Background: an optimization exercise with open tools, aiming at small area, a short achievable clock period and few clock cycles per item. Do not read the settings as production practice.
RTL that was checked went through simulation tests only; none was proved equivalent to the original.
Power is estimated from default activity; no workload was simulated.

Design mac_pipe, start of the top module:
module mac_pipe (
  input  logic               clk,
  input  logic               rst,
  input  logic               in_valid,
  output logic               in_ready,
  input  logic               in_first,
  input  logic               in_last,
  input  logic [71:0]        kernel_in,
  input  logic [71:0]        map_in,
  input  logic signed [31:0] bias,
  input  logic [4:0]         shift,
  output logic               out_valid,
  input  logic               out_ready,
  output logic signed [7:0]  mac_out
);
  logic take;
  assign take = in_valid && in_ready;
  logic [71:0] r_k;
  logic [71:0] r_m;
  logic [31:0] r_bias;
  logic pp1;
  logic pp2;
  logic pp3;
  logic pp4;
  logic pp5;
  logic pp6;
  logic pp7;
  logic pp8;
  logic pp9;
  logic pp10;
  logic pp11;
  logic pp12;
  logic pp13;
  logic pp14;
  logic pp15;
  logic pp16;
  logic pp17;
  logic pp18;
  logic pp19;
  logic pp20;
  logic pp21;
  logic pp22;
  logic pp23;
  logic pp24;
  logic pp25;
  logic pp26;
  logic pp27;
  logic pp28;
  logic pp29;
  logic pp30;
  logic pp31;
  logic pp32;
  logic pp33;
  logic pp34;
  logic pp35;
  logic pp36;
  logic pp37;
  logic pp38;
  logic pp39;
  logic pp40;
  logic pp41;
  logic pp42;
  logic pp43;
  logic pp44;
  logic pp45;
  logic pp46;
  logic pp47;
  logic pp48;
  logic pp49;
  logic pp50;
  logic pp51;
  logic pp52;
  logic pp53;
  logic pp54;
  logic pp55;
  logic pp56;
  logic pp57;
  logic pp58;
  logic pp59;
  logic pp60;
  logic pp61;
  logic pp62;
  logic pp63;
  logic pp64;
  logic pp65;
  logic pp66;
  logic pp67;
  logic pp68;
  logic pp69;
  logic pp70;
  logic pp71;
  logic pp72;
  logic pp73;
  logic pp74;
  logic pp75;
  logic pp76;
  ...
Settings: LEC_CHECK=0, ABC_AREA=1, CAP_MARGIN=20, CORE_MARGIN=2, CORE_UTILIZATION=40, SETUP_SLACK_MARGIN=4.0, SLEW_MARGIN=20; clock period 7.5 ns.
run.sh (not shown) runs the stock make flow with config.mk's settings and CLKGATE_MAP_FILE= SYNTH_SCRIPT=/design/flow/synth_recipe.tcl, a recipe that flattens the netlist after the stock synthesis.
The baseline finished clean.
Change:
--- a/flow/design.v
+++ b/flow/design.v
@@ -3080,19 +3080,19 @@
   logic [4:0] w_shift;
   logic [31:0] w_a;
   logic [31:0] w_b;
   always_ff @(posedge clk) begin
     r_k    <= kernel_in;
     r_m    <= map_in;
     r_bias <= bias;
     t5 <= {bb608, bb607, bb606, bb605, bb604, bb603, bb602, bb601, bb600, bb599, bb598, bb597, bb596, fc1538, bb595, fc1536, fs1537, fc1612, fc1534, fs1535, fc1610, fc1608, fc1532, fc1530, fs1611, fc1606, fc1604, fs1609, fs1607, fc1602, fc1600, fc1598, fc1522, fc1520, fs1605, fs1603, fc1596, fc1594, fc1592, fc1590, fc1514, fc1512, fs1601, fs1599, fs1597, fc1588, fc1586, fc1584, fc1582, fs1595, fs1593, fs1591, fs1589, fc1580, fc1578, fc1576, fc1574, fc1492, fs1587, fs1585, fs1583, fs1581, fc1572, fc1570, fc1568, fc1566, fc1478, fc1476, fs1579, fs1577, fs1575, fs1573, fc1564, fc1562, fc1560, fc1558, fc1464, fs1571, fs1569, fs1567, fs1565, fc1556, fc1554, fc1552, fs1563, fs1561, fs1559, fs1557, fc1550, fc1548, fc1442, fs1555, fs1553, fs1551, fc1546, fc1544, fc1434, fs1549, fs1547, fc1542, fc1428, fs1545, fs1543, fc1540, fc1424, fc1256, fs1541, fs1539, fs1421, bb577, fs993};
-    w_a <= {hs1781, hs1779, hs1777, hs1775, hs1773, hs1771, hs1769, hs1767, hs1765, hs1763, hs1761, hs1759, hs1757, fs1755, fs1753, fs1751, fs1749, fs1747, fs1745, fs1743, fs1741, fs1739, fs1737, fs1735, fs1733, fs1731, fs1729, fs1727, hs1725, t5[3], t5[2], t5[0]};
-    w_b <= {hc1780, hc1778, hc1776, hc1774, hc1772, hc1770, hc1768, hc1766, hc1764, hc1762, hc1760, hc1758, fc1756, fc1754, fc1752, fc1750, fc1748, fc1746, fc1744, fc1742, fc1740, fc1738, fc1736, fc1734, fc1732, fc1730, fc1728, hc1726, t5[7], 1'b0, 1'b0, t5[1]};
-    r_first <= in_first;
+    w_a <= {hs1781, hs1779, hs1777, hs1775, hs1773, hs1771, hs1769, hs1767, hs1765, hs1763, hs1761, hs1759, hs1757, fs1755, fs1753, fs1751, fs1749, fs1747, fs1745, fs1743, fs1741, fs1739, fs1737, fs1735, fs1733, fs1731, fs1729, fs1727, hs1725, t5[3], t5[2], t5[0]} & {32{c5_valid}};
+    w_b <= {hc1780, hc1778, hc1776, hc1774, hc1772, hc1770, hc1768, hc1766, hc1764, hc1762, hc1760, hc1758, fc1756, fc1754, fc1752, fc1750, fc1748, fc1746, fc1744, fc1742, fc1740, fc1738, fc1736, fc1734, fc1732, fc1730, fc1728, hc1726, t5[7], 1'b0, 1'b0, t5[1]} & {32{c5_valid}};
+    r_first <= in_first && take;
     r_last <= in_last;
     r_shift <= shift;
     c5_first <= r_first;
     c5_last <= r_last;
     c5_shift <= r_shift;
     w_first <= c5_first;
     w_last <= c5_last;
     w_shift <= c5_shift;
@@ -3122,56 +3122,59 @@
     end
   end
   assign acc_next = acc_s + {acc_c[30:0], 1'b0};
   always_ff @(posedge clk or posedge rst) begin
     if (rst) begin
       acc   <= 32'd0;
       a_res <= 1'b0;
     end else begin
-      if (w_valid) begin
-        acc <= acc_next;
-      end
+      acc <= acc_next;
       a_res <= w_valid && w_last;
     end
   end
   always_ff @(posedge clk) begin
     a_shift <= w_shift;
   end
   logic signed [32:0] xs;
   logic [31:0]        hi_mask;
   logic               ovf;
   logic [7:0]         q8;
   logic               rb;
   logic [7:0]         rq;
   always_comb begin
     xs      = $signed({acc, 1'b0}) >>> a_shift;
     q8      = xs[8:1];
     rb      = xs[0];
-    hi_mask = 32'hffffffff << ({1'b0, a_shift} + 6'd7);
+    hi_mask = '0;
+    for (int i = 7; i < 32; i++) begin
+      hi_mask[i] = a_shift <= 5'(i - 7);
+    end
     ovf     = |((acc ^ {32{acc[31]}}) & hi_mask);
     if (ovf) begin
       rq = acc[31] ? 8'h80 : 8'h7f;
     end else if (!acc[31] && q8 == 8'h7f && rb) begin
       rq = 8'h7f;
     end else begin
       rq = q8 + {7'd0, rb};
     end
   end
   logic [7:0]      q_mem [6];
   logic [5:0]      q_wr;
   logic [5:0]      q_rd;
   logic [2:0]      q_cnt;
   logic [2:0]      q_cnt_n;
   logic [2:0]      n_out;
   logic [2:0]      n_out_n;
+  logic            ask;
   logic            pop;
   assign pop     = out_valid && out_ready;
+  assign ask     = take && in_last;
   assign q_cnt_n = q_cnt + 3'(a_res) - 3'(pop);
-  assign n_out_n = n_out + 3'(take && in_last) - 3'(pop);
+  assign n_out_n = n_out + 3'(ask) - 3'(pop);
   always_ff @(posedge clk) begin
     for (int i = 0; i < 6; i++) begin
       if (a_res && q_wr[i]) begin
         q_mem[i] <= rq;
       end
     end
   end
   always_ff @(posedge clk or posedge rst) begin
@@ -3186,18 +3189,19 @@
       if (a_res) begin
         q_wr <= {q_wr[4:0], q_wr[5]};
       end
       if (pop) begin
         q_rd <= {q_rd[4:0], q_rd[5]};
       end
       q_cnt     <= q_cnt_n;
       n_out     <= n_out_n;
-      out_valid <= q_cnt_n != '0;
-      in_ready  <= n_out_n < 3'd6;
+      out_valid <= a_res || q_cnt > 3'd1 || (q_cnt == 3'd1 && !pop);
+      in_ready  <= n_out < 3'd5 || (n_out == 3'd5 && (!ask || pop))
+                   || (n_out == 3'd6 && pop);
     end
   end
   always_comb begin
     mac_out = '0;
     for (int i = 0; i < 6; i++) begin
       mac_out = mac_out | (q_rd[i] ? q_mem[i] : 8'd0);
     end
   end
After rerunning:
- The new run finished clean
- routed wire length goes down by 4.2%
- area after synthesis is lower by about 1.4%
- worst setup slack is worse by 0.059 ns
- core utilization is about the same
- hold slack got worse by 0.0033 ns
- first-iteration DRC count shrinks by about 14%
Testbench counts after the change, summed over its fixed seeds: cycles 7,052, items 7,012.
For the first run of this note, only the layout was checked, not whether the RTL still works.

* * *

## before
mac_pipe, a different RTL version from the one above (not shown whole).
For scale: roughly 2,800 cells after synthesis, about 200 I/O pins.
Settings: LEC_CHECK=0, ABC_AREA=1, CAP_MARGIN=20, CORE_MARGIN=2, CORE_UTILIZATION=60, CTS_CLUSTER_DIAMETER=80, CTS_CLUSTER_SIZE=30, SETUP_SLACK_MARGIN=4.0, SLEW_MARGIN=20; clock period 7.5 ns.
standard.sh (not shown) runs the stock make flow with config.mk's settings and CLKGATE_MAP_FILE= SYNTH_SCRIPT=/design/flow/synth_recipe.tcl, a recipe that flattens the netlist after the stock synthesis.
==> flow/flow/run.sh <==
#!/bin/bash
# Layout flow: the standard flow with two changes.
#  1. After the standard synthesis, flow/polarity.py re-chooses which full
#     adders work on complemented signals and swaps simple gates for their
#     De Morgan / complemented-output twins, so fewer inverters remain
#     (registers are left as synthesis made them). Yosys then proves the new
#     netlist equivalent to the standard one (registers paired by name); if
#     that proof fails, the standard netlist is laid out instead.
#  2. Ports are buffered with sky130_fd_sc_hd__buf_1 instead of the default
#     pick; timing repair still resizes them as needed.
# Each tool's output goes to a log file of its own in this folder.
set -euo pipefail
R=orfs/results/${FLOW_PLATFORM:-sky130hd}/mac_pipe/base
LIB=$(ls "$FLOW_HOME"/platforms/${FLOW_PLATFORM:-sky130hd}/lib/sky130_fd_sc_hd__tt_025C_1v80.lib)
bash standard.sh "$(pwd)/$R/1_2_yosys.v" > synth.log 2>&1
cp "$R/1_2_yosys.v" 1_2_yosys.standard.v
python3 flow/polarity.py 1_2_yosys.standard.v 1_2_yosys.polarity.v > polarity.log 2>&1
python3 flow/hide_names.py 1_2_yosys.polarity.v polarity_hidden.v > hide.log 2>&1
sed "s#@LIB@#$LIB#" flow/equiv.ys > equiv.ys
YOSYS=$(command -v yosys || echo "$FLOW_HOME/../tools/install/yosys/bin/yosys")
if "$YOSYS" -q -l equiv.log equiv.ys > equiv.out 2>&1; then
  cp 1_2_yosys.polarity.v "$R/1_2_yosys.v"
  echo "polarity netlist proven equivalent; using it" >> polarity.log
else
  echo "equivalence not proven; keeping the standard netlist" >> polarity.log
fi
BUFFER_PORTS_ARGS="-buffer_cell sky130_fd_sc_hd__buf_1" bash standard.sh finish > layout.log 2>&1
Other scripts of this flow, unchanged in this note and not shown: flow/flow/equiv.ys, flow/flow/hide_names.py, flow/flow/polarity.py
before completed every stage of the flow, and the final layout passed the timing, design-rule and antenna checks.
Testbench counts of before, summed over its fixed seeds: cycles 7,044, items 7,012.
#### Input delta (after over before)
--- a/flow/design.v
+++ b/flow/design.v
@@ -2146,33 +2146,37 @@
     end else begin
       c1_valid <= take;
       w_valid <= c1_valid;
     end
   end
   logic [31:0] acc;
   logic [31:0] acc_base;
   logic        a_res;
+  logic        a_clr;
   logic [4:0]  a_shift;
-  assign acc_base = w_first ? 32'd0 : acc;
+  assign acc_base = (w_first || a_clr) ? 32'd0 : acc;
   logic [31:0] acc_s;
   logic [31:0] acc_c;
   logic [31:0] acc_next;
   always_comb begin
     for (int i = 0; i < 32; i++) begin
       {acc_c[i], acc_s[i]} = {1'b0, acc_base[i]} + {1'b0, w_a[i]} + {1'b0, w_b[i]};
     end
   end
   assign acc_next = acc_s + {acc_c[30:0], 1'b0};
+  always_ff @(posedge clk) begin
+    acc <= acc_next;
+  end
   always_ff @(posedge clk or posedge rst) begin
     if (rst) begin
-      acc   <= 32'd0;
+      a_clr <= 1'b1;
       a_res <= 1'b0;
     end else begin
-      acc <= acc_next;
+      a_clr <= 1'b0;
       a_res <= w_valid && w_last;
     end
   end
   always_ff @(posedge clk) begin
     a_shift <= w_shift;
   end
   logic signed [32:0] xs;
   logic [31:0]        hi_mask;
--- outcome ---
Diff before -> after: part of the total power dissipated in sequential elements now sits higher, reported clock group power now sits at about the same level, count of endpoints failing setup in the final report now sits at about the same level, sum of negative setup slack now sits at about the same level, largest net degree at the start of global routing now sits lower. before → after: initial antenna violation count did not really move, post-route minimum period now smaller. Any difference in routability-driven placement congestion ratio between before and after is small enough to ignore. Compare before and after | total length of routed met2 wires higher: after. [compare] base=before new=after: synthesized area decreased 270 µm²; global-route usage over all layers essentially unchanged; worst setup slack increased 8.9 ps; final wirelength decreased 0.84%. Via count delta for after relative to before: about 0.4% lower.
Function not checked in after: the RTL went through the layout flow alone.

[port drivers added, routing unchanged]
Ports are ideal in the flow. The routed layouts listed here were re-timed in OpenROAD. Step 1 assumes that a clkbuf_16 drives the clock port and a buf_2 every other input. Step 2 also shifts input and output timing later by t, the mid clock arrival at the registers, as if the neighbouring blocks saw the same clock. Slacks: no drivers / after step 1 / after step 2; pairs: no drivers / after step 1.
run | t (ns) | setup slack, ns | clock arrival spread, ns | worst register clock-pin slew, ns | worst slew at a driven data input, ns
the first run of note 1 | 0.716 | 4.053 / 4.044 / 3.609 | 0.035 / 0.035 | 0.07 / 0.07 | 0.07
the second run of note 1 | 0.685 | 3.994 / 3.929 / 3.863 | 0.039 / 0.039 | 0.08 / 0.08 | 0.07
before | 0.607 | 3.995 / 3.995 / 3.490 | 0.037 / 0.037 | 0.11 / 0.11 | 0.07
after | 0.605 | 4.004 / 4.004 / 3.513 | 0.031 / 0.031 | 0.11 / 0.11 | 0.06
After both steps setup and hold are still met in every run listed. For before, which loses most, drivers alone change the setup slack by 0.000 ns; drivers and shift together by -0.505 ns.
